This is an optimization exercise on Yosys and OpenROAD, whose aim is small area, not a production implementation. In this exercise RTL edits were held to simulation tests only and were not proved equivalent to the original. Power figures rest on the tool's default switching activity, not on a simulated workload.

File: flow/config.mk
export PLATFORM = sky130hd
export DESIGN_NAME = mvm_top
export DESIGN_NICKNAME = mvm_top
export VERILOG_FILES = /design/flow/design.v
export SDC_FILE = /design/flow/constraint.sdc
export NUM_CORES = 4
export LEC_CHECK = 0
export ABC_AREA = 1
export CAP_MARGIN = 20
export CORE_AREA = 4 4 236 236
export DIE_AREA = 0 0 240 240
export SLEW_MARGIN = 20
File: flow/constraint.sdc
create_clock -name core_clock -period 32.0 [get_ports {CLOCK_50}]
set_input_delay 6.4000 -clock core_clock [delete_from_list [all_inputs] [get_ports {CLOCK_50}]]
set_output_delay 6.4000 -clock core_clock [all_outputs]
set_load 0.01 [all_outputs]
File: flow/design.v
module mvm_seq_sat (
    input  logic         CLOCK_50,
    input  logic         reset_n,
    input  logic         in_valid,
    output logic         in_ready,
    input  logic [511:0] w,
    input  logic [63:0]  u,
    output logic         out_valid,
    input  logic         out_ready,
    output logic [63:0]  v,
    output logic [7:0]   sat_flag
);
    logic        busy_q, done_q, fl_q, ph_q;
    logic [5:0]  cnt_q;
    logic [7:0]  wq [64];
    logic [7:0]  uq [8];
    logic [7:0]  fq;
    logic        load;
    logic        first, last, lastrow;
    logic [7:0]  acc_q;
    assign in_ready  = reset_n && !busy_q && !done_q && !fl_q && !ph_q;
    assign out_valid = done_q;
    assign load      = in_valid && in_ready;
    assign first     = (cnt_q[2:0] == 3'd0);
    assign last      = (cnt_q == 6'd63);
    assign lastrow   = (cnt_q[5:3] == 3'd7);
    assign acc_q     = wq[63];
    logic [7:0]  wh, uh, m, a, s, acc_n;
    logic [14:0] pn;
    logic        pov, sgn, sov;
    mul8s u_mul (
        .a (wh),
        .b (uh),
        .pn(pn)
    );
    always_comb begin
        wh     = wq[0] ^ {8{ph_q}};
        uh     = uq[0] ^ {8{ph_q}};
        pov    = !((&pn[14:7]) || !(|pn[14:7]));
        sgn    = wq[0][7] ^ uq[0][7];
        m      = pov ? {sgn, {7{!sgn}}} : ~pn[7:0];
        a      = first ? 8'd0 : acc_q;
        s      = a + m;
        sov    = (a[7] == m[7]) && (s[7] != a[7]);
        acc_n  = sov ? {a[7], {7{!a[7]}}} : s;
    end
    always_ff @(posedge CLOCK_50 or negedge reset_n) begin
        if (!reset_n) begin
            busy_q <= 1'b0;
            done_q <= 1'b0;
            fl_q   <= 1'b1;
            ph_q   <= 1'b0;
            cnt_q  <= 6'd0;
        end else begin
            ph_q  <= !ph_q;
            cnt_q <= cnt_q + {5'd0, busy_q | fl_q};
            if (load) begin
                busy_q <= 1'b1;
            end else if (busy_q && last) begin
                busy_q <= 1'b0;
                done_q <= 1'b1;
            end else if (done_q && out_ready) begin
                done_q <= 1'b0;
                fl_q   <= 1'b1;
            end else if (fl_q && last) begin
                fl_q <= 1'b0;
            end
        end
    end
    always_ff @(posedge CLOCK_50) begin
        for (int k = 0; k < 64; k++) begin
            if (!(done_q && (k % 8 == 7))) begin
                wq[k] <= ~(({8{load}} & w[k*8 +: 8]) |
                           ((k == 63) ? (busy_q ? ~acc_n : {8{ph_q}}) : wq[k+1]));
            end
        end
        for (int i = 0; i < 8; i++) begin
            uq[i] <= ~(({8{load}} & u[i*8 +: 8]) |
                       ((i == 7) ? (lastrow ? {8{ph_q}} : uq[0]) : uq[i+1]));
        end
        if (busy_q) begin
            if (first) begin
                for (int r = 0; r < 7; r++) begin
                    fq[r] <= fq[r+1];
                end
                fq[7] <= pov || sov;
            end else begin
                fq[7] <= fq[7] || pov || sov;
            end
        end
    end
    always_comb begin
        for (int r = 0; r < 8; r++) begin
            v[r*8 +: 8] = wq[r*8 + 7];
        end
        sat_flag = fq;
    end
endmodule
module mul8s (
    input  logic [7:0]  a,
    input  logic [7:0]  b,
    output logic [14:0] pn
);
    logic c66, c68, c70, c72, c74, c76, c78, c80, c82, c84, c86, c88;
    logic c90, c92, c94, c96, c98, c100, c102, c104, c106, c108, c110, c112;
    logic c114, c116, c118, c120, c122, c124, c126, c128, c130, c132, c134, c136;
    logic c138, c140, c142, c144, c146, c148, c150, c152, c154, c156, c158, c160;
    logic c162, c164, c166, c168, c170, c172, c174, c176, p1, p2, p3, p4;
    logic p5, p6, p7, p8, p9, p10, p11, p12, p13, p14, p15, p16;
    logic p17, p18, p19, p20, p21, p22, p23, p24, p25, p26, p27, p28;
    logic p29, p30, p31, p32, p33, p34, p35, p36, p37, p38, p39, p40;
    logic p41, p42, p43, p44, p45, p46, p47, p48, p49, p50, p51, p52;
    logic p53, p54, p55, p56, p57, p58, p59, p60, p61, p62, p63, p64;
    logic s65, s67, s69, s71, s73, s75, s77, s79, s81, s83, s85, s87;
    logic s89, s91, s93, s95, s97, s99, s101, s103, s105, s107, s109, s111;
    logic s113, s115, s117, s119, s121, s123, s125, s127, s129, s131, s133, s135;
    logic s137, s139, s141, s143, s145, s147, s149, s151, s153, s155, s157, s159;
    logic s161, s163, s165, s167, s169, s171, s173, s175;
    assign p1 = ~(a[0] & b[0]);
    assign p2 = ~(a[0] & b[1]);
    assign p3 = ~(a[1] & b[0]);
    assign p4 = ~(a[0] & b[2]);
    assign p5 = ~(a[1] & b[1]);
    assign p6 = ~(a[2] & b[0]);
    assign p7 = ~(a[0] & b[3]);
    assign p8 = ~(a[1] & b[2]);
    assign p9 = ~(a[2] & b[1]);
    assign p10 = ~(a[3] & b[0]);
    assign p11 = ~(a[0] & b[4]);
    assign p12 = ~(a[1] & b[3]);
    assign p13 = ~(a[2] & b[2]);
    assign p14 = ~(a[3] & b[1]);
    assign p15 = ~(a[4] & b[0]);
    assign p16 = ~(a[0] & b[5]);
    assign p17 = ~(a[1] & b[4]);
    assign p18 = ~(a[2] & b[3]);
    assign p19 = ~(a[3] & b[2]);
    assign p20 = ~(a[4] & b[1]);
    assign p21 = ~(a[5] & b[0]);
    assign p22 = ~(a[0] & b[6]);
    assign p23 = ~(a[1] & b[5]);
    assign p24 = ~(a[2] & b[4]);
    assign p25 = ~(a[3] & b[3]);
    assign p26 = ~(a[4] & b[2]);
    assign p27 = ~(a[5] & b[1]);
    assign p28 = ~(a[6] & b[0]);
    assign p29 = (a[0] & b[7]);
    assign p30 = ~(a[1] & b[6]);
    assign p31 = ~(a[2] & b[5]);
    assign p32 = ~(a[3] & b[4]);
    assign p33 = ~(a[4] & b[3]);
    assign p34 = ~(a[5] & b[2]);
    assign p35 = ~(a[6] & b[1]);
    assign p36 = (a[7] & b[0]);
    assign p37 = (a[1] & b[7]);
    assign p38 = ~(a[2] & b[6]);
    assign p39 = ~(a[3] & b[5]);
    assign p40 = ~(a[4] & b[4]);
    assign p41 = ~(a[5] & b[3]);
    assign p42 = ~(a[6] & b[2]);
    assign p43 = (a[7] & b[1]);
    assign p44 = (a[2] & b[7]);
    assign p45 = ~(a[3] & b[6]);
    assign p46 = ~(a[4] & b[5]);
    assign p47 = ~(a[5] & b[4]);
    assign p48 = ~(a[6] & b[3]);
    assign p49 = (a[7] & b[2]);
    assign p50 = (a[3] & b[7]);
    assign p51 = ~(a[4] & b[6]);
    assign p52 = ~(a[5] & b[5]);
    assign p53 = ~(a[6] & b[4]);
    assign p54 = (a[7] & b[3]);
    assign p55 = (a[4] & b[7]);
    assign p56 = ~(a[5] & b[6]);
    assign p57 = ~(a[6] & b[5]);
    assign p58 = (a[7] & b[4]);
    assign p59 = (a[5] & b[7]);
    assign p60 = ~(a[6] & b[6]);
    assign p61 = (a[7] & b[5]);
    assign p62 = (a[6] & b[7]);
    assign p63 = (a[7] & b[6]);
    assign p64 = ~(a[7] & b[7]);
    assign s65 = ~(p22 ^ p23);
    assign c66 = p22 | p23;
    assign s67 = p29 ^ p30 ^ p31;
    assign c68 = (p29 & p30) | (p29 & p31) | (p30 & p31);
    assign s69 = ~(p32 ^ p33);
    assign c70 = p32 | p33;
    assign s71 = p37 ^ p38 ^ p39;
    assign c72 = (p37 & p38) | (p37 & p39) | (p38 & p39);
    assign s73 = p40 ^ p41 ^ p42;
    assign c74 = (p40 & p41) | (p40 & p42) | (p41 & p42);
    assign s75 = p44 ^ p45 ^ p46;
    assign c76 = (p44 & p45) | (p44 & p46) | (p45 & p46);
    assign s77 = ~(p11 ^ p12);
    assign c78 = p11 | p12;
    assign s79 = p16 ^ p17 ^ p18;
    assign c80 = (p16 & p17) | (p16 & p18) | (p17 & p18);
    assign s81 = ~(p19 ^ p20);
    assign c82 = p19 | p20;
    assign s83 = s65 ^ p24 ^ p25;
    assign c84 = (s65 & p24) | (s65 & p25) | (p24 & p25);
    assign s85 = p26 ^ p27 ^ p28;
    assign c86 = (p26 & p27) | (p26 & p28) | (p27 & p28);
    assign s87 = s67 ^ s69 ^ p34;
    assign c88 = (s67 & s69) | (s67 & p34) | (s69 & p34);
    assign s89 = p35 ^ p36 ^ c66;
    assign c90 = (p35 & p36) | (p35 & c66) | (p36 & c66);
    assign s91 = s71 ^ s73 ^ p43;
    assign c92 = (s71 & s73) | (s71 & p43) | (s73 & p43);
    assign s93 = c68 ^ c70;
    assign c94 = c68 & c70;
    assign s95 = s75 ^ p47 ^ p48;
    assign c96 = (s75 & p47) | (s75 & p48) | (p47 & p48);
    assign s97 = p49 ^ c72 ^ c74;
    assign c98 = (p49 & c72) | (p49 & c74) | (c72 & c74);
    assign s99 = p50 ^ p51 ^ p52;
    assign c100 = (p50 & p51) | (p50 & p52) | (p51 & p52);
    assign s101 = p53 ^ p54 ^ c76;
    assign c102 = (p53 & p54) | (p53 & c76) | (p54 & c76);
    assign s103 = p55 ^ p56 ^ p57;
    assign c104 = (p55 & p56) | (p55 & p57) | (p56 & p57);
    assign s105 = ~(p7 ^ p8);
    assign c106 = p7 | p8;
    assign s107 = s77 ^ p13 ^ p14;
    assign c108 = (s77 & p13) | (s77 & p14) | (p13 & p14);
    assign s109 = s79 ^ s81 ^ p21;
    assign c110 = (s79 & s81) | (s79 & p21) | (s81 & p21);
    assign s111 = s83 ^ s85 ^ c80;
    assign c112 = (s83 & s85) | (s83 & c80) | (s85 & c80);
    assign s113 = s87 ^ s89 ^ c84;
    assign c114 = (s87 & s89) | (s87 & c84) | (s89 & c84);
    assign s115 = s91 ^ s93 ^ c88;
    assign c116 = (s91 & s93) | (s91 & c88) | (s93 & c88);
    assign s117 = s95 ^ s97 ^ c92;
    assign c118 = (s95 & s97) | (s95 & c92) | (s97 & c92);
    assign s119 = s99 ^ s101 ^ c96;
    assign c120 = (s99 & s101) | (s99 & c96) | (s101 & c96);
    assign s121 = s103 ^ p58 ^ c100;
    assign c122 = (s103 & p58) | (s103 & c100) | (p58 & c100);
    assign s123 = p59 ^ p60 ^ p61;
    assign c124 = (p59 & p60) | (p59 & p61) | (p60 & p61);
    assign s125 = ~(p4 ^ p5);
    assign c126 = p4 | p5;
    assign s127 = s105 ^ p9 ^ p10;
    assign c128 = (s105 & p9) | (s105 & p10) | (p9 & p10);
    assign s129 = s107 ^ p15 ^ c106;
    assign c130 = (s107 & p15) | (s107 & c106) | (p15 & c106);
    assign s131 = s109 ^ c78 ^ c108;
    assign c132 = (s109 & c78) | (s109 & c108) | (c78 & c108);
    assign s133 = s111 ^ c82 ^ c110;
    assign c134 = (s111 & c82) | (s111 & c110) | (c82 & c110);
    assign s135 = s113 ^ c86 ^ c112;
    assign c136 = (s113 & c86) | (s113 & c112) | (c86 & c112);
    assign s137 = s115 ^ c90 ^ c114;
    assign c138 = (s115 & c90) | (s115 & c114) | (c90 & c114);
    assign s139 = s117 ^ c94 ^ c116;
    assign c140 = (s117 & c94) | (s117 & c116) | (c94 & c116);
    assign s141 = s119 ^ c98 ^ c118;
    assign c142 = (s119 & c98) | (s119 & c118) | (c98 & c118);
    assign s143 = s121 ^ c102 ^ c120;
    assign c144 = (s121 & c102) | (s121 & c120) | (c102 & c120);
    assign s145 = s123 ^ c104 ^ c122;
    assign c146 = (s123 & c104) | (s123 & c122) | (c104 & c122);
    assign s147 = p62 ^ p63 ^ c124;
    assign c148 = (p62 & p63) | (p62 & c124) | (p63 & c124);
    assign s149 = ~(p2 ^ p3);
    assign c150 = p2 | p3;
    assign s151 = s125 ^ p6 ^ c150;
    assign c152 = (s125 & p6) | (s125 & c150) | (p6 & c150);
    assign s153 = s127 ^ c126 ^ c152;
    assign c154 = (s127 & c126) | (s127 & c152) | (c126 & c152);
    assign s155 = s129 ^ c128 ^ c154;
    assign c156 = (s129 & c128) | (s129 & c154) | (c128 & c154);
    assign s157 = s131 ^ c130 ^ c156;
    assign c158 = (s131 & c130) | (s131 & c156) | (c130 & c156);
    assign s159 = s133 ^ c132 ^ c158;
    assign c160 = (s133 & c132) | (s133 & c158) | (c132 & c158);
    assign s161 = s135 ^ c134 ^ c160;
    assign c162 = (s135 & c134) | (s135 & c160) | (c134 & c160);
    assign s163 = s137 ^ c136 ^ c162;
    assign c164 = (s137 & c136) | (s137 & c162) | (c136 & c162);
    assign s165 = s139 ^ c138 ^ c164;
    assign c166 = (s139 & c138) | (s139 & c164) | (c138 & c164);
    assign s167 = s141 ^ c140 ^ c166;
    assign c168 = (s141 & c140) | (s141 & c166) | (c140 & c166);
    assign s169 = s143 ^ c142 ^ c168;
    assign c170 = (s143 & c142) | (s143 & c168) | (c142 & c168);
    assign s171 = s145 ^ c144 ^ c170;
    assign c172 = (s145 & c144) | (s145 & c170) | (c144 & c170);
    assign s173 = s147 ^ c146 ^ c172;
    assign c174 = (s147 & c146) | (s147 & c172) | (c146 & c172);
    assign s175 = p64 ^ c148 ^ c174;
    assign c176 = (p64 & c148) | (p64 & c174) | (c148 & c174);
    assign pn = {s175, s173, s171, s169, s167, s165, s163, s161, s159, s157, s155, s153, s151, s149, p1};
endmodule
module mvm_top (
    input  logic         CLOCK_50,
    input  logic         reset_n,
    input  logic         in_valid,
    output logic         in_ready,
    input  logic [511:0] w,
    input  logic [63:0]  u,
    output logic         out_valid,
    input  logic         out_ready,
    output logic [63:0]  v,
    output logic [7:0]   sat_flag
);
    mvm_seq_sat u_mvm (
        .CLOCK_50 (CLOCK_50),
        .reset_n  (reset_n),
        .in_valid (in_valid),
        .in_ready (in_ready),
        .w        (w),
        .u        (u),
        .out_valid(out_valid),
        .out_ready(out_ready),
        .v        (v),
        .sat_flag (sat_flag)
    );
endmodule
File: flow/flow/run.sh
#!/bin/bash
set -euo pipefail
export PRE_GLOBAL_PLACE_TCL="$PWD/flow/downsize.tcl"
export BUFFER_PORTS_ARGS="-buffer_cell sky130_fd_sc_hd__buf_1"
export CTS_ARGS="-sink_clustering_enable -repair_clock_nets -dont_use_dummy_load -buf_list sky130_fd_sc_hd__clkbuf_8 -sink_clustering_size 16 -sink_clustering_max_diameter 100"
bash standard.sh finish > run_standard.log 2>&1
File: flow/flow/downsize.tcl
# Before global placement: give every combinational cell the smallest drive
# strength of its own cell family (same function and pins). Synthesis maps
# some gates at larger drives; at this clock period none needs it, and the
# later repair steps still buffer or resize wherever slew or capacitance
# requires it.
set block [ord::get_db_block]
set n 0
set saved 0.0
foreach inst [$block getInsts] {
  set master [$inst getMaster]
  set name [$master getName]
  if {![regexp {^(sky130_fd_sc_hd__[a-z0-9]+)_([0-9]+)$} $name -> base drive]} { continue }
  if {[regexp {df|dl|sdf|edf|tap|fill|decap|diode|conb|clkbuf|clkinv|clkdly} $base]} { continue }
  set area [expr {[$master getWidth] * [$master getHeight]}]
  set best $name
  set best_area $area
  foreach d {0 1 2 3 4 6 8 12 16} {
    set cand "${base}_$d"
    if {$cand eq $name} { continue }
    set m [[ord::get_db] findMaster $cand]
    if {$m eq "NULL" || $m eq ""} { continue }
    set lc [get_lib_cells -quiet */$cand]
    if {[llength $lc] == 0} { continue }
    if {[get_property $lc dont_use]} { continue }
    set a [expr {[$m getWidth] * [$m getHeight]}]
    if {$a < $best_area} { set best $cand; set best_area $a }
  }
  if {$best ne $name} {
    replace_cell [$inst getName] $best
    incr n
    set saved [expr {$saved + ($area - $best_area) / 1e6}]
  }
}
puts "downsize: resized $n cells, saved $saved um^2"
File: flow/standard.sh
#!/bin/bash
# synth_recipe.tcl (not shown) runs the flow's synth.tcl, then flattens the netlist and writes it again
# the make line also repeats each setting of config.mk as NAME=value (left out here)
make -C /OpenROAD-flow-scripts/flow DESIGN_CONFIG=/design/flow/config.mk WORK_HOME=/design/flow/orfs CLKGATE_MAP_FILE= SYNTH_SCRIPT=/design/flow/synth_recipe.tcl "${@:-finish}"
==> out/metrics.yaml, run 1 <==
placement:
  dp_slack_ns: 18.24
  gp_congestion: 0.890
  dp.final_hpwl_um: 41300
  port_buffers: 653
clocking:
  h-tree-depth: 2
  clock-sinks: 594
  clkSlewWorstSetupHoldPaths_ns: 0.10
  postCtsHoldBufs: 0
  cts_tree: "done"
  insertion_delay_ns: 0.61
  ctsResizeCount: 0
  cts-buffers-inserted: 43
  clockBufferDepth: 3
  post_cts.repair.setup_buffers: 0
  root_buffer: "clkbuf_8"
power:
  ir_drop_mv: 0.0517
  power_density_nw_per_um2: 67.5
  p_seq_share_pct: 67.2
  combPwrFrac_pct: 9.8
  internal_power_mw: 1.12
  p_sw_share_pct: 24.5
  clkPwrFrac_pct: 23.0
  p_leak_nw: 8.80
  p_switching_mw: 0.366
yosys:
  syn_area_sq_um: 18900
  yosys_warnings: 3
  yosysTopAreaCell: "dfxtp_1"
  synth_cells: 1608
  synth_ff_type: "dfxtp_1"
  yosysMostFrequentCell: "a21oi_1"
  yosysTopAreaCellShare_pct: 54.2
  synthTopCellsByCount: "a21oi_1, dfxtp_1, nand2_1"
  synth-seq-area-share_pct: 66.9
  synth.net_count: 2253
  synth-edff-count: 72
  synth.area.top_cells: "dfxtp_1, a21oi_1, edfxtp_1"
  syn_area_per_cell_sq_um: 11.8
  synth_seq_cells: 594
  async_flop_share_pct: 1.68
  ys_types: 38
setup_path:
  critPathTopFamily: "buffers and inverters"
  startpoint_type: "primary input"
  cp.required_ns: 25.60
  path_buf_inv: 2
  crit_top_cell: "buf_1"
  cp_slowest_cell: "buf_1"
  r2r-start: "u_mvm.ph_q"
  crit_arrival_ns: 7.32
  worstPathMaxFanout: 11
  reg2reg_depth: 38
  crit_chain: "buf_1 -> nand3_1 -> nor2_1 -> buf_1"
  r2r_slack_ns: 22.91
  crit_type: "primary input to output pin"
  critPathCaptureType: "output pin"
  r2r-end: "u_mvm.wq[63][6]"
  cp_slowest_stage_delay_ns: 0.43
sta:
  period_minus_slack_ns: 13.72
  fin_tns_setup_ns: 0
  finClkSkew_ns: 0.0576
  rsz0062_at_grt: "no"
  max_freq_ghz: 0.0729
  relSlewSlack_pct: 29.1
  drv_slew: 0
  tightest_slew_ns: 1.06
  timing.final.ws_setup_ns: 18.28
  setup_viol: 0
  finalHoldViolCount: 0
  post-route-period-util_pct: 42.9
floorplan:
  core_sq_um: 53000
  rows: 84
  ios: 654
  dieArea_sq_um: 57600
  initial_utilization_pct: 35.7
  die_w_um: 240
  die_h_um: 240
global_route:
  grt_pass1_wl_um: 78700
  grt_max_degree: 229
  gr-total-overflow: 0
  antenna_found_initial: 9
  globalRouteTotalUtil_pct: 17.7
  grt_pass1_vias: 14100
routing:
  vias: 13700
  wl_um: 54100
  drt_pass1_iterations: 5
  avgViaCountPerCell: 4.66
  route.antenna.remaining_nets: 0
  drc_errors: 0
  wl_per_cell_um: 18.4
  drt-initial-drc-count: 594
finish:
  n_fill_cell: 5232
  nets: 2891
  areaGrowthSynthToFinish_pct: 16.6
  drive_gt1_share_pct: 2.45
run:
  max_cap_viol_count: 0
worst_hold_path:
  holdPathStages: 1
  hold_path_startpoint: "u_mvm.wq[60][3]"
  min_path_type: "register to register"
  worstHoldEndpoint: "u_mvm.wq[59][3]"
status:
  status: "finished clean"
-- worst register-to-register path: cells and delay by family, from the launching register on --
kind | cells | cell delay (ns)
and+or+nand+nor | 12 | 1.41
xor gates and xnor gates | 2 | 0.75
buffers and inverters | 8 | 0.81
AOI/OAI and AO/OA | 2 | 0.23
adders and majority gates | 14 | 5.27
DFF | 1 | 0.38
-- placed cells by master (no fill, tap or decap) --
cell type,Yosys,layout
a21oi_1,557,574
a221oi_1,8,8
buf_1,0,653
buf_4,9,6
clkbuf_8,0,43
clkinv_2,0,1
dfrtp_1,9,9
dfstp_2,1,1
dfxtp_1,512,512
diode_2,0,5
edfxtp_1,72,72
fa_1,48,48
ha_1,17,17
inv_1,92,92
inv_16,0,1
inv_2,1,1
nand2_1,93,98
nand3_1,7,9
nand3b_1,1,1
nand4_1,4,5
nor2_1,52,53
nor3_1,1,2
o211ai_1,1,1
o21a_1,1,1
o21ai_0,6,6
o21ai_1,1,1
o31ai_1,1,1
or2_1,2,2
or2_2,2,2
xnor2_1,20,20
xor2_1,4,4
-- cell families after synthesis --
logic type / after synthesis / synth area share (%)
xor gates and xnor gates: 24 / 1.11
and+or+nand+nor: 172 / 3.97
buffers and inverters: 161 / 5.59
adders and majority gates: 65 / 6.20
DFF: 594 / 66.9
AOI/OAI and AO/OA: 592 / 16.2
-- worst max path at each step --
stage	start	to	slack (ns)	depth (start not counted)
3_3_place_gp	reset_n	in_ready	18.22	4
5_1_grt	reset_n	in_ready	18.06	4
6_report	reset_n	in_ready	18.28	4
3_5_place_dp	reset_n	in_ready	18.24	4
4_1_cts	reset_n	in_ready	18.23	4
2_1_floorplan	reset_n	in_ready	18.90	2
-- power groups by stage --
stage                     clock, mW  sequential, mW  combinational [mW]
after global placement            0            1.01               0.143
after CTS                     0.356            1.00               0.149
final                         0.342            1.00               0.146
after global routing          0.381            1.02               0.172
after floorplan                   0           0.996              0.0778
after detailed placement          0            1.01               0.148
-- sequential cells by signal, indices dropped and copies added (netlist names) --
name and flops:
u_mvm.cnt_q 6, u_mvm.uq 64, u_mvm.wq 512, u_mvm.fq 8, u_mvm.fl_q 1, u_mvm.done_q 1
u_mvm.busy_q 1, u_mvm.ph_q 1
-- cell type report --
class	count	area (sq um)	area share, %
diodes	5	12.5	0.0567
clock buffers	43	592	2.68
multi-input cells	853	5070	23.0
well taps	688	861	3.90
inverters	95	374	1.70
flip-flops and latches	594	12700	57.4
repair buffers	659	2500	11.3
-- through the flow --
| step | utilization, % | cells | total power [mW] | instance area (sq um) | hold WS (ns) |
|---|---|---|---|---|---|
| after floorplan | - | 1608 | 1.07 | 18900 | 0.365 |
| after global placement | 40.5 | 2889 | 1.16 | 21500 | 0.366 |
| after detailed placement | 40.5 | 2889 | 1.16 | 21500 | 0.368 |
| after CTS | 41.6 | 2932 | 1.51 | 22100 | 0.353 |
| after global routing | 41.7 | 2936 | 1.57 | 22100 | 0.354 |
| final | 41.7 | 2937 | 1.49 | 22100 | 0.359 |
-- layer usage --
metal  part of all wire (%)  GRT usage [%]  vias to the layer above
li1                       -              -                     6709
met1                     39           21.0                     6364
met2                     49           30.5                      512
met3                    8.5           5.20                      105
met4                    3.4           6.31                        6
met5                  0.085              0                        -
==> inputs of run 2 (changes only) <==
==> flow/flow/run.sh (replaced) <==
#!/bin/bash
set -euo pipefail
export PRE_GLOBAL_PLACE_TCL="$PWD/flow/downsize.tcl"
export BUFFER_PORTS_ARGS="-buffer_cell sky130_fd_sc_hd__buf_1"
export CTS_ARGS="-sink_clustering_enable -repair_clock_nets -dont_use_dummy_load -buf_list sky130_fd_sc_hd__clkbuf_8 -sink_clustering_size 20 -sink_clustering_max_diameter 100"
bash standard.sh finish > run_standard.log 2>&1
==> run 2 against run 1 <==
  * Utilization decreased by 0.20 points
  * Setup slack got worse by 0.0074 ns
  * Highest routed layer unchanged
  * First-iteration DRC count increased by 10%
  * Sequential power about the same
  * Clock-buffer cell count decreased by 8
  * Power decreased by 1.7%
  * Register-to-register slack about the same
  * Sequential share of layout area increased by 0.28 points
  * Cell count decreased by 0.24%
  * Die area unchanged
==> out/metrics.yaml, run 2 <==
clocking:
  clkSlewWorstSetupHoldPaths_ns: 0.12
  ctsResizeCount: 0
  cts-buffers-inserted: 35
  clockBufferDepth: 3
  root_buffer: "clkbuf_8"
  insertion_delay_ns: 0.63
  postCtsHoldBufs: 0
  h-tree-depth: 2
  clock-sinks: 594
  cts_tree: "done"
  post_cts.repair.setup_buffers: 0
floorplan:
  rows: 84
  die_h_um: 240
  dieArea_sq_um: 57600
  die_w_um: 240
  core_sq_um: 53000
  initial_utilization_pct: 35.7
  ios: 654
setup_path:
  crit_type: "primary input to output pin"
  cp.required_ns: 25.60
  critPathCaptureType: "output pin"
  worstPathMaxFanout: 11
  crit_arrival_ns: 7.33
  startpoint_type: "primary input"
worst_hold_path:
  min_path_type: "register to register"
routing:
  route.antenna.remaining_nets: 0
  m1WireLength_um: 21300
  drt-initial-drc-count: 655
  avgViaCountPerCell: 4.67
  top_layer: "met5"
  vias: 13700
  wl_met2_um: 26500
  wl_per_cell_um: 18.4
  drc_errors: 0
  drt_pass1_iterations: 5
  met3WireLength_um: 4370
  wl_um: 54100
power:
  power_density_nw_per_um2: 66.7
  p_leak_nw: 8.74
  ir_drop_mv: 0.0534
finish:
  final_cell_mix: "buf_1, a21oi_1, dfxtp_1"
  final_common_cell: "buf_1"
  regMostFlops: "u_mvm.wq"
  n_fill_cell: 5237
  multi_input_area_sq_um: 5070
  largest_reg_flops: 512
  ff_latch_area_sq_um: 12700
  drive_gt1_share_pct: 2.10
  reg_top3: "u_mvm.wq: 512 flops, u_mvm.uq: 64 flops, u_mvm.fq: 8 flops"
  post-route-cell-area_sq_um: 22000
  areaGrowthSynthToFinish_pct: 16.1
  nets: 2883
yosys:
  synth-edff-count: 72
  synth.area.top_cells: "dfxtp_1, a21oi_1, edfxtp_1"
  syn_area_sq_um: 18900
  yosysTopAreaCell: "dfxtp_1"
  synth_seq_cells: 594
  synth_cells: 1608
  yosysMostFrequentCell: "a21oi_1"
  synth.net_count: 2253
  synth_ff_type: "dfxtp_1"
  yosys_warnings: 3
  synthTopCellsByCount: "a21oi_1, dfxtp_1, nand2_1"
  yosysTopAreaCellShare_pct: 54.2
  syn_area_per_cell_sq_um: 11.8
  async_flop_share_pct: 1.68
  ys_types: 38
  synth-seq-area-share_pct: 66.9
status:
  status: "finished clean"
sta:
  tightest_slew_ns: 1.07
  rsz0062_at_grt: "no"
  relSlewSlack_pct: 28.4
  finalHoldViolCount: 0
  max_freq_ghz: 0.0729
  setup_viol: 0
  period_minus_slack_ns: 13.73
  post-route-period-util_pct: 42.9
  finClkSkew_ns: 0.0543
  fin_tns_setup_ns: 0
  drv_slew: 0
global_route:
  gr-total-overflow: 0
  antenna_found_initial: 9
  grt_max_degree: 229
  grt_pass1_vias: 14000
  grt_pass1_wl_um: 78400
  globalRouteTotalUtil_pct: 17.6
run:
  max_cap_viol_count: 0
placement:
  port_buffers: 653
  postPlaceCellArea_sq_um: 21500
  gp_congestion: 0.890
  dp.final_hpwl_um: 41300
[run 2: cell types whose count changed in the layout (fill, tap and decap cells not counted), sizes merged]
cell,delta
diode,+1
clkbuf,-8
[run 2: path summary, 6_finish.rpt]
kind	start	endpoint	slack (ns)	cells after the start
max reg2reg	u_mvm.ph_q	u_mvm.wq[63][6]	22.91	38
max in group asynchronous	reset_n	u_mvm.fl_q	25.85	1
max	reset_n	in_ready	18.27	4
min	u_mvm.wq[37][7]	u_mvm.wq[36][7]	0.36	1
min reg2reg	u_mvm.wq[37][7]	u_mvm.wq[36][7]	0.36	1
min in group asynchronous	reset_n	u_mvm.done_q	5.77	1
[run 2: report_power, final]
part / leakage [nW] / internal, mW / switching, mW
Sequential: 5.36 / 0.934 / 0.0671
Clock: 0.252 / 0.0998 / 0.217
Combinational: 3.13 / 0.0690 / 0.0772
Total: 8.74 / 1.10 / 0.362
[run 2: layer usage]
layer	GRT usage, %	vias up
met4	6.47	6
met1	21.0	6386
met5	0	-
li1	-	6689
met3	5.05	106
met2	30.5	492
[run 2: cell type report]
class | count | share of cell area (%)
antenna | 6 | 0.0684
timing repair buffer | 659 | 11.4
inverter | 95 | 1.70
sequential | 594 | 57.7
multi-input combinational | 853 | 23.1
clock buffer | 35 | 2.19
tap | 688 | 3.92
[run 2: cell families (layout without fill, tap and decap cells)]
logic type / after synthesis / count (layout) / synth area share, %
adder cells (fa/ha/maj): 65 / 65 / 6.20
other: 0 / 6 / 0
AO/OA/AOI/OAI: 592 / 592 / 16.2
XOR/XNOR: 24 / 24 / 1.11
flip-flops: 594 / 594 / 66.9
AND/OR/NAND/NOR: 172 / 172 / 3.97
buffers and inverters: 161 / 789 / 5.59
[run 2: worst max-delay path, cell delays in order]
cell     delay [ns]
buf_1          0.43
nand3_1        0.13
nor2_1         0.18
buf_1          0.18
[run 2: per-stage QoR]
step / power, mW / hold slack [ns] / util (%) / worst slack (ns) / instances
floorplan: 1.07 / 0.365 / - / 18.90 / 1608
global placement: 1.16 / 0.366 / 40.5 / 18.22 / 2889
detailed placement: 1.16 / 0.368 / 40.5 / 18.24 / 2889
CTS: 1.48 / 0.358 / 41.4 / 18.23 / 2924
global route: 1.54 / 0.362 / 41.4 / 18.06 / 2928
finish: 1.46 / 0.363 / 41.5 / 18.27 / 2930
==> inputs of run 3 (changes only) <==
==> flow/flow/run.sh (replaced) <==
#!/bin/bash
set -euo pipefail
export PRE_GLOBAL_PLACE_TCL="$PWD/flow/downsize.tcl"
export BUFFER_PORTS_ARGS="-buffer_cell sky130_fd_sc_hd__buf_1"
export CTS_ARGS="-sink_clustering_enable -repair_clock_nets -dont_use_dummy_load -buf_list sky130_fd_sc_hd__clkbuf_8 -sink_clustering_size 18 -sink_clustering_max_diameter 100"
bash standard.sh finish > run_standard.log 2>&1
==> run 3 against run 2 <==
  * Still clean
  * Setup slack better by 0.0023 ns
  * Routed wire length grew 0.31%
  * Clock-buffer cell count is 4 higher
  * Global-route usage up 0.059 points
  * Combinational power about the same
  * Sequential cell count did not move
  * Die area is the same
  * Utilization grew 0.099 points
  * Worst hold slack worse by 0.016 ns
  * Critical endpoint unchanged
  * Largest cell class unchanged
==> out/metrics.yaml, run 3 <==
status:
  status: "finished clean"
floorplan:
  dieArea_sq_um: 57600
  ios: 654
  initial_utilization_pct: 35.7
  rows: 84
  die_w_um: 240
  core_sq_um: 53000
  die_h_um: 240
routing:
  avgViaCountPerCell: 4.66
  wl_per_cell_um: 18.5
  met3WireLength_um: 4470
  drt_pass1_iterations: 5
  drt-initial-drc-count: 611
  top_layer: "met5"
  wl_met2_um: 26500
  route.antenna.remaining_nets: 0
  m1WireLength_um: 21400
  vias: 13700
  drc_errors: 0
  wl_um: 54200
sta:
  finalHoldViolCount: 0
  max_freq_ghz: 0.0729
  relSlewSlack_pct: 27.8
  setup_viol: 0
  fin_tns_setup_ns: 0
  tightest_slew_ns: 1.08
  finClkSkew_ns: 0.0506
  period_minus_slack_ns: 13.72
  post-route-period-util_pct: 42.9
  drv_slew: 0
  rsz0062_at_grt: "no"
global_route:
  globalRouteTotalUtil_pct: 17.7
  antenna_found_initial: 8
  gr-total-overflow: 0
  grt_max_degree: 229
  grt_pass1_wl_um: 78700
  grt_pass1_vias: 14000
clocking:
  clkSlewWorstSetupHoldPaths_ns: 0.11
  postCtsHoldBufs: 0
  insertion_delay_ns: 0.62
  h-tree-depth: 2
  clockBufferDepth: 3
  cts-buffers-inserted: 39
  root_buffer: "clkbuf_8"
  cts_tree: "done"
  ctsResizeCount: 0
  clock-sinks: 594
  post_cts.repair.setup_buffers: 0
power:
  p_sw_share_pct: 24.6
  power_density_nw_per_um2: 67.1
  internal_power_mw: 1.11
  p_switching_mw: 0.364
  ir_drop_mv: 0.0518
  combPwrFrac_pct: 9.9
  clkPwrFrac_pct: 22.4
  p_seq_share_pct: 67.7
  p_leak_nw: 8.77
yosys:
  synth_seq_cells: 594
  syn_area_sq_um: 18900
  syn_area_per_cell_sq_um: 11.8
  synth.area.top_cells: "dfxtp_1, a21oi_1, edfxtp_1"
  synth_cells: 1608
  yosysTopAreaCellShare_pct: 54.2
  yosys_warnings: 3
  yosysTopAreaCell: "dfxtp_1"
  async_flop_share_pct: 1.68
  ys_types: 38
  synth.net_count: 2253
  synth_ff_type: "dfxtp_1"
  synthTopCellsByCount: "a21oi_1, dfxtp_1, nand2_1"
  synth-seq-area-share_pct: 66.9
  yosysMostFrequentCell: "a21oi_1"
  synth-edff-count: 72
setup_path:
  crit_path_end: "in_ready"
  r2r_slack_ns: 22.88
  path_buf_inv: 2
  crit_arrival_ns: 7.32
  r2r-start: "u_mvm.ph_q"
  startpoint_type: "primary input"
  cp_slowest_cell: "buf_1"
  cp.depth: 4
  worstSetupStartpoint: "reset_n"
  reg2reg_depth: 38
  crit_type: "primary input to output pin"
  critPathCaptureType: "output pin"
  r2r-end: "u_mvm.wq[63][6]"
  cp_slowest_stage_delay_ns: 0.43
  cp.required_ns: 25.60
  crit_top_cell: "buf_1"
  worstPathMaxFanout: 11
  crit_chain: "buf_1 -> nand3_1 -> nor2_1 -> buf_1"
  critPathTopFamily: "buffers and inverters"
finish:
  nets: 2887
  largest_reg_flops: 512
  areaGrowthSynthToFinish_pct: 16.4
  n_fill_cell: 5228
  final_common_cell: "buf_1"
  final_cell_mix: "buf_1, a21oi_1, dfxtp_1"
  reg_top3: "u_mvm.wq: 512 flops, u_mvm.uq: 64 flops, u_mvm.fq: 8 flops"
  regMostFlops: "u_mvm.wq"
  drive_gt1_share_pct: 2.28
  final_util_pct: 41.6
placement:
  dp.final_hpwl_um: 41300
  gp_congestion: 0.890
  port_buffers: 653
worst_hold_path:
  min_path_type: "register to register"
  hold_path_startpoint: "u_mvm.wq[62][2]"
run:
  max_cap_viol_count: 0
-- run 3: cell counts after synthesis --
Identical to the previous run, type by type.
-- run 3: power groups by stage --
stage               Combinational, mW  Clock, mW  Sequential (mW)
finish                          0.146      0.331             1.00
global route                    0.172      0.370             1.02
CTS                             0.149      0.346             1.00
global placement                0.143          0             1.01
floorplan                      0.0778          0            0.996
detailed placement              0.148          0             1.01
-- run 3: cell type report --
type	instances	area [sq um]	share of cell area (%)
well taps	688	861	3.91
repair buffers	659	2500	11.3
flip-flops and latches	594	12700	57.5
clock buffers	39	537	2.44
multi-input cells	853	5070	23.0
diodes	5	12.5	0.0568
inverters	95	374	1.70
-- run 3: how the worst min path moves through the flow --
| stage | endpoint | slack, ns | depth (start not counted) |
|---|---|---|---|
| finish | u_mvm.wq[61][2] | 0.35 | 1 |
| global route | u_mvm.wq[60][3] | 0.35 | 1 |
| CTS | u_mvm.wq[2][5] | 0.35 | 1 |
| detailed placement | u_mvm.uq[3][0] | 0.37 | 1 |
| global placement | u_mvm.wq[19][7] | 0.37 | 1 |
| floorplan | u_mvm.uq[0][0] | 0.37 | 1 |
-- run 3: per-layer routing --
| layer | up-vias | global-route usage (%) |
|---|---|---|
| met5 | - | 0 |
| met4 | 6 | 6.38 |
| met3 | 107 | 5.15 |
| met2 | 497 | 30.6 |
| met1 | 6375 | 21.0 |
| li1 | 6697 | - |
-- run 3: worst reg2reg max path, delay by kind of cell (launching register included) --
family | cells | cell delay [ns]
xor gates and xnor gates | 2 | 0.67
buffers and inverters | 8 | 0.90
and+or+nand+nor | 12 | 1.42
AOI/OAI and AO/OA | 2 | 0.23
DFF | 1 | 0.37
adders and majority gates | 14 | 5.27
-- run 3: per-stage QoR --
| step | hold WS, ns | total power [mW] | std cells | area, sq um | setup slack, ns |
|---|---|---|---|---|---|
| after floorplan | 0.365 | 1.07 | 1608 | 18900 | 18.90 |
| after global placement | 0.366 | 1.16 | 2889 | 21500 | 18.22 |
| after detailed placement | 0.368 | 1.16 | 2889 | 21500 | 18.24 |
| after CTS | 0.350 | 1.50 | 2928 | 22000 | 18.23 |
| after global routing | 0.345 | 1.56 | 2931 | 22000 | 18.06 |
| final | 0.347 | 1.48 | 2933 | 22000 | 18.28 |
-- run 3: kinds of logic after synthesis --
| family | Yosys count | share of synthesized area [%] |
|---|---|---|
| flip-flops | 594 | 66.9 |
| XOR/XNOR | 24 | 1.11 |
| buffers and inverters | 161 | 5.59 |
| AO/OA/AOI/OAI | 592 | 16.2 |
| adder cells (fa/ha/maj) | 65 | 6.20 |
| AND/OR/NAND/NOR | 172 | 3.97 |

separate check: timing with driven ports:
The results above use ideal ports. As a check the final layouts listed here were re-extracted and re-timed, cells and wires unchanged.
Step 1 (the two cells are an assumption about what drives the block):
set clk [get_ports {CLOCK_50}]
set_driving_cell -lib_cell sky130_fd_sc_hd__clkbuf_16 $clk
set_driving_cell -lib_cell sky130_fd_sc_hd__buf_2 [delete_from_list [all_inputs] $clk]
Step 2 adds t to the input delays and takes it off the output delays; t is the mean of the earliest and latest rising clock arrival at the registers after step 1. Input paths then give back, and output paths get back, about the clock's delay inside the block.
a / b / c = ideal ports / drivers / drivers and shift; a / b = the first two.
run | shift t [ns] | setup WS [ns] | worst hold slack (ns) | worst setup path after step 2 | pins driven straight from the clock port
run 1 | 0.638 | 18.282 / 18.251 / 18.251 | 0.359 / 0.359 / 0.359 | input to output | 1
run 2 | 0.653 | 18.275 / 18.244 / 18.244 | 0.363 / 0.363 / 0.363 | input to output | 1
run 3 | 0.643 | 18.277 / 18.247 / 18.247 | 0.347 / 0.347 / 0.347 | input to output | 1
After both steps every run listed still meets setup and hold.
